What follows belongs to an exercise in optimizing a design on an open flow for small area and few clock cycles per item; a production flow would make more cautious choices. RTL that was checked went through simulation tests only; none was proved equivalent to the original.

==> inputs of try-garnet <==
==> flow/design.v <==
`default_nettype none
package ifu_pkg;
    typedef logic [63:0] addr_t;
    typedef logic [63:0] word_t;
    typedef logic [1:0]  resp_t;
    typedef logic [31:0] inst_t;
    typedef logic [15:0] half_t;
    typedef enum logic [1:0] {
        SLOT0 = 2'd0,
        SLOT1 = 2'd1,
        SLOT2 = 2'd2,
        SLOT3 = 2'd3
    } slot_e;
    localparam addr_t RESET_PC = 64'h0;
    localparam int MAX_INFLIGHT = 4;
    localparam int VDEPTH = 2;
    localparam addr_t WORD_BYTES = 64'd8;
    localparam logic [1:0] FULL_OPCODE = 2'b11;
endpackage
`default_nettype wire
`timescale 1ns/1ps
`default_nettype none
module ifu_top (
    input  wire                 clk,
    input  wire                 rst_n,
    output wire ifu_pkg::addr_t araddr,
    output wire                 arvalid,
    input  wire                 arready,
    input  wire                 rvalid,
    input  wire ifu_pkg::word_t rdata,
    input  wire ifu_pkg::resp_t rresp,
    input  wire                 jump_flag,
    input  wire ifu_pkg::addr_t jump_addr,
    output wire                 inst_valid,
    input  wire                 inst_ready,
    output wire ifu_pkg::inst_t inst,
    output wire                 compressed,
    output wire ifu_pkg::resp_t rresp_out,
    output wire ifu_pkg::addr_t tval,
    output wire ifu_pkg::addr_t pc
);
    logic [63:1] pc_q;           
    logic [63:0] mem_d;          
    logic [1:0]  mem_r;
    logic        count;          
    logic        pend;           
    logic        stale_req;      
    logic [1:0]  kadj;           
    logic [1:0]  nout;           
    logic [2:0]  drop;           
    logic [31:0] left_half;      
    logic [1:0]  left_resp;
    logic        left_valid;
    logic        keep_beat;
    logic        accept;
    logic        hs;
    logic        pop;
    logic        wr;
    logic        rd;
    logic        ovf;
    logic        ovf_now;
    logic [63:1] base;
    logic [63:5] base_up;
    assign base    = jump_flag ? jump_addr[63:1] : pc_q;
    assign base_up = base[63:5] + 59'd1;
    logic [1:0]  slot;
    assign slot = pc_q[2:1];
    logic        at_left;
    logic [2:0]  k;
    logic [2:0]  ksum;
    logic        can_req;
    assign at_left   = slot[1] & left_valid;
    assign keep_beat = rvalid & (drop == 3'd0);
    assign can_req   = ({1'b0, drop} + 4'(nout)) <= 4'd6;
    logic [2:0]  ksum0;
    assign arvalid   = can_req & (jump_flag | stale_req |
                                  (((ovf_now ? 2'd0 : nout) + 2'(count) - 2'(rd)) < 2'(ifu_pkg::VDEPTH)));
    assign k         = jump_flag ? 3'd0 : 3'(count) + 3'(nout) + 3'(at_left) + 3'(kadj);
    assign ksum0     = {1'b0, base[4:3]} + k;
    assign ksum      = ovf_now ? ksum0 - 3'd1 : ksum0;
    assign araddr    = {ksum[2] ? base_up : base[63:5], ksum[1:0], 3'b000};
    assign accept    = arvalid & arready;
    logic        have_h;
    logic [63:0] h_data;
    logic [1:0]  h_resp;
    assign have_h = count | keep_beat;
    assign h_data = count ? mem_d : rdata;
    assign h_resp = count ? mem_r : rresp;
    logic [15:0] h0, h1;
    logic        is_comp;
    logic        fire;
    always_comb begin
        case (slot)
            2'd0: begin h0 = h_data[15:0];  h1 = h_data[31:16]; end
            2'd1: begin h0 = h_data[31:16]; h1 = h_data[47:32]; end
            2'd2: begin
                h0 = left_valid ? left_half[15:0]  : h_data[47:32];
                h1 = left_valid ? left_half[31:16] : h_data[63:48];
            end
            default: begin
                h0 = left_valid ? left_half[31:16] : h_data[63:48];
                h1 = h_data[15:0];
            end
        endcase
    end
    assign is_comp = (h0[1:0] != 2'b11);
    logic        left_ok;
    logic        left_32;
    logic        tval_up;
    assign left_ok = (left_resp == 2'b00);
    assign left_32 = (left_half[17:16] == 2'b11);
    assign tval_up = (slot == 2'd3) & left_valid & left_32 & left_ok;
    always_comb begin
        case (slot)
            2'd2:    fire = left_valid | have_h;
            2'd3:    fire = left_valid ? (~left_32 | have_h) : (have_h & is_comp);
            default: fire = have_h;
        endcase
    end
    assign hs = fire & inst_ready & ~jump_flag;
    always_comb begin
        pop = 1'b0;
        if (!jump_flag) begin
            case (slot)
                2'd0:    pop = hs & ~is_comp;
                2'd1:    pop = hs;
                default: pop = ~left_valid & have_h;
            endcase
        end
    end
    assign inst_valid = fire;
    assign inst       = {is_comp ? 16'h0 : h1, h0};
    assign compressed = is_comp;
    assign rresp_out  = (at_left & ~((slot == 2'd3) & left_32 & left_ok)) ? left_resp : h_resp;
    assign pc         = {pc_q, 1'b0};
    assign tval       = {(tval_up & (slot == 2'd3) & (pc_q[4:3] == 2'b11)) ? base_up : base[63:5],
                         tval_up ? pc_q[4:3] + 2'd1 : pc_q[4:3],
                         tval_up ? 2'b00 : slot, 1'b0};
    assign rd = pop & count;
    logic        m_pop;
    always_comb begin
        case (slot)
            2'd0:    m_pop = inst_ready & (mem_d[1:0] == 2'b11);
            2'd1:    m_pop = inst_ready;
            default: m_pop = ~left_valid;
        endcase
    end
    assign ovf     = keep_beat & ~jump_flag & count & ~m_pop;
    assign ovf_now = ovf & ~pend;
    assign wr  = keep_beat & ~jump_flag & ~(pop & ~count) & ~ovf;
    logic        to_next;
    logic [1:0]  slot_next;
    logic [63:1] pc_next;
    assign to_next   = (slot == 2'd3) | ((slot == 2'd2) & ~is_comp);
    assign slot_next = slot + (is_comp ? 2'd1 : 2'd2);
    assign pc_next   = {(hs & to_next & (base[4:3] == 2'b11)) ? base_up : base[63:5],
                        (hs & to_next) ? base[4:3] + 2'd1 : base[4:3],
                        hs ? slot_next : base[2:1]};
    always_ff @(posedge clk) begin
        if (wr) begin
            mem_d <= rdata;
            mem_r <= rresp;
        end
        if (pop) begin
            left_half <= h_data[63:32];
            left_resp <= h_resp;
        end
    end
    always_ff @(posedge clk or negedge rst_n) begin
        if (!rst_n) begin
            pc_q       <= '0;
            pend       <= 1'b0;
            count      <= 1'b0;
            stale_req  <= 1'b0;
            kadj       <= 2'd0;
            nout       <= 2'd0;
            drop       <= 3'd0;
            left_valid <= 1'b0;
        end else begin
            pc_q <= pc_next;
            pend <= arvalid & ~arready;
            if (jump_flag) begin
                count      <= 1'b0;
                stale_req  <= 1'b0;
                kadj       <= 2'd0;
                nout       <= 2'(accept);
                drop       <= drop + 3'(nout) - 3'(rvalid);
                left_valid <= 1'b0;
            end else begin
                count <= (count & ~rd) | wr;
                if (ovf_now) begin
                    nout <= 2'(accept);
                    drop <= drop + 3'(nout) - 3'd1;
                end else if (ovf) begin
                    nout <= 2'd0;
                    drop <= drop + 3'(nout) - 3'd1 + 3'(accept);
                    if (arvalid && !arready) begin
                        stale_req <= 1'b1;
                        kadj      <= nout;
                    end
                end else if (stale_req) begin
                    nout <= nout - 2'(keep_beat);
                    if (accept) begin
                        stale_req <= 1'b0;
                        kadj      <= 2'd0;
                    end
                    drop <= drop + 3'(accept) - 3'(rvalid && drop != 3'd0);
                end else begin
                    nout  <= nout + 2'(accept) - 2'(keep_beat);
                    if (rvalid && drop != 3'd0) drop <= drop - 3'd1;
                end
                if (pop) left_valid <= 1'b1;
            end
        end
    end
endmodule
`default_nettype wire
==> flow/flow/run.sh <==
#!/bin/bash
# Standard ORFS layout, with the ports buffered by the smallest buffer
# instead of the delay cell buffer_ports picks by default, and a clock tree
# with fewer, larger sink clusters and no dummy loads.
set -euo pipefail
bash standard.sh \
  "BUFFER_PORTS_ARGS=-buffer_cell sky130_fd_sc_hd__buf_1" \
  "CTS_ARGS=-sink_clustering_enable -repair_clock_nets -sink_clustering_size 20 -sink_clustering_max_diameter 60 -buf_list sky130_fd_sc_hd__clkbuf_16 -dont_use_dummy_load" \
  finish > standard_flow.log 2>&1
==> flow/standard.sh <==
#!/bin/bash
# synth_recipe.tcl (not shown) runs the flow's synth.tcl, then flattens the netlist and writes it again
# the make line also repeats each setting of config.mk as NAME=value (left out here)
make -C /OpenROAD-flow-scripts/flow DESIGN_CONFIG=/design/flow/config.mk WORK_HOME=/design/flow/orfs CLKGATE_MAP_FILE= SYNTH_SCRIPT=/design/flow/synth_recipe.tcl "${@:-finish}"
==> flow/config.mk <==
export PLATFORM = sky130hd
export DESIGN_NAME = ifu_top
export DESIGN_NICKNAME = ifu_top
export VERILOG_FILES = /design/flow/design.v
export SDC_FILE = /design/flow/constraint.sdc
export NUM_CORES = 4
export LEC_CHECK = 0
export ABC_AREA = 1
export CAP_MARGIN = 20
export CORE_MARGIN = 2
export CORE_UTILIZATION = 60
export SLEW_MARGIN = 20
==> flow/constraint.sdc <==
create_clock -name core_clock -period 5.0 [get_ports {clk}]
set_input_delay 1.0000 -clock core_clock [delete_from_list [all_inputs] [get_ports {clk}]]
set_output_delay 1.0000 -clock core_clock [all_outputs]
set_load 0.01 [all_outputs]
==> inputs of try-cedar, as changes to try-garnet <==
--- a/flow/design.v
+++ b/flow/design.v
@@ -43,7 +43,6 @@
     logic [63:0] mem_d;          
     logic [1:0]  mem_r;
     logic        count;          
-    logic        pend;           
     logic        stale_req;      
     logic [1:0]  kadj;           
     logic [1:0]  nout;           
@@ -57,8 +56,6 @@
     logic        pop;
     logic        wr;
     logic        rd;
-    logic        ovf;
-    logic        ovf_now;
     logic [63:1] base;
     logic [63:5] base_up;
     assign base    = jump_flag ? jump_addr[63:1] : pc_q;
@@ -72,12 +69,9 @@
     assign at_left   = slot[1] & left_valid;
     assign keep_beat = rvalid & (drop == 3'd0);
     assign can_req   = ({1'b0, drop} + 4'(nout)) <= 4'd6;
-    logic [2:0]  ksum0;
-    assign arvalid   = can_req & (jump_flag | stale_req |
-                                  (((ovf_now ? 2'd0 : nout) + 2'(count) - 2'(rd)) < 2'(ifu_pkg::VDEPTH)));
+    assign arvalid   = can_req & (jump_flag | stale_req | ((nout + 2'(count) - 2'(rd)) < 2'(ifu_pkg::VDEPTH)));
     assign k         = jump_flag ? 3'd0 : 3'(count) + 3'(nout) + 3'(at_left) + 3'(kadj);
-    assign ksum0     = {1'b0, base[4:3]} + k;
-    assign ksum      = ovf_now ? ksum0 - 3'd1 : ksum0;
+    assign ksum      = {1'b0, base[4:3]} + k;
     assign araddr    = {ksum[2] ? base_up : base[63:5], ksum[1:0], 3'b000};
     assign accept    = arvalid & arready;
     logic        have_h;
@@ -137,16 +131,8 @@
                          tval_up ? pc_q[4:3] + 2'd1 : pc_q[4:3],
                          tval_up ? 2'b00 : slot, 1'b0};
     assign rd = pop & count;
-    logic        m_pop;
-    always_comb begin
-        case (slot)
-            2'd0:    m_pop = inst_ready & (mem_d[1:0] == 2'b11);
-            2'd1:    m_pop = inst_ready;
-            default: m_pop = ~left_valid;
-        endcase
-    end
-    assign ovf     = keep_beat & ~jump_flag & count & ~m_pop;
-    assign ovf_now = ovf & ~pend;
+    logic ovf;
+    assign ovf = keep_beat & ~jump_flag & count & ~rd;
     assign wr  = keep_beat & ~jump_flag & ~(pop & ~count) & ~ovf;
     logic        to_next;
     logic [1:0]  slot_next;
@@ -169,7 +155,6 @@
     always_ff @(posedge clk or negedge rst_n) begin
         if (!rst_n) begin
             pc_q       <= '0;
-            pend       <= 1'b0;
             count      <= 1'b0;
             stale_req  <= 1'b0;
             kadj       <= 2'd0;
@@ -178,7 +163,6 @@
             left_valid <= 1'b0;
         end else begin
             pc_q <= pc_next;
-            pend <= arvalid & ~arready;
             if (jump_flag) begin
                 count      <= 1'b0;
                 stale_req  <= 1'b0;
@@ -188,10 +172,7 @@
                 left_valid <= 1'b0;
             end else begin
                 count <= (count & ~rd) | wr;
-                if (ovf_now) begin
-                    nout <= 2'(accept);
-                    drop <= drop + 3'(nout) - 3'd1;
-                end else if (ovf) begin
+                if (ovf) begin
                     nout <= 2'd0;
                     drop <= drop + 3'(nout) - 3'd1 + 3'(accept);
                     if (arvalid && !arready) begin
==> flow/flow/run.sh (replaced) <==
#!/bin/bash
# Standard ORFS layout, with the ports buffered by the smallest buffer
# instead of the delay cell buffer_ports picks by default, and a clock tree
# with fewer, larger sink clusters and no dummy loads.
set -euo pipefail
bash standard.sh \
  "BUFFER_PORTS_ARGS=-buffer_cell sky130_fd_sc_hd__buf_1" \
  "CTS_ARGS=-sink_clustering_enable -repair_clock_nets -sink_clustering_size 20 -sink_clustering_max_diameter 60 -buf_list sky130_fd_sc_hd__clkbuf_8 -dont_use_dummy_load" \
  finish > standard_flow.log 2>&1
==> notes <==
try-cedar produced a clean layout. try-garnet ran to the end with no violations. Clock skew: try-cedar is lower than try-garnet (0.00086 ns). Of try-cedar and try-garnet, try-garnet has the higher via count (gap about 6%, measured against try-garnet). Of try-garnet and try-cedar, try-garnet has the higher flip-flop and latch count (gap 1). Against try-garnet, the fmax of try-cedar is larger by 0.21%. Of try-cedar and try-garnet, try-garnet has the higher final cell count (gap 6.0%, measured against try-garnet).
Testbench counts of try-cedar, summed over its fixed seeds: cycles 57,193, items 40,294.
For try-garnet, only the layout was checked, not whether the RTL still works.

-- afterwards: timing with drivers on the ports --
No port has a modelled driver above. Below, the same layouts with a new extraction and two added sets of constraints.
Step 1 sets driving cells, clkbuf_16 on the clock port and buf_2 on the other inputs (assumed; they add their load-dependent delay and slew).
Step 2 adds t to the input delays and takes it off the output delays; t is the mean of the earliest and latest rising clock arrival at the registers after step 1. Input paths then give back, and output paths get back, about the clock's delay inside the block.
a / b / c = ideal ports / drivers / drivers and shift; a / b = the first two.
| run | t (ns) | setup slack, ns | worst slew at a driven data input, ns | pins driven straight from the clock port |
|---|---|---|---|---|
| try-garnet | 0.481 | 0.071 / 0.021 / -0.008 | 0.11 | 1 |
| try-cedar | 0.519 | 0.082 / 0.035 / 0.066 | 0.08 | 1 |
Met with ideal ports but missed after step 2: setup timing in try-garnet. The setup slack of try-garnet, which loses most, moves by -0.050 ns with the drivers and by -0.079 ns with both steps.
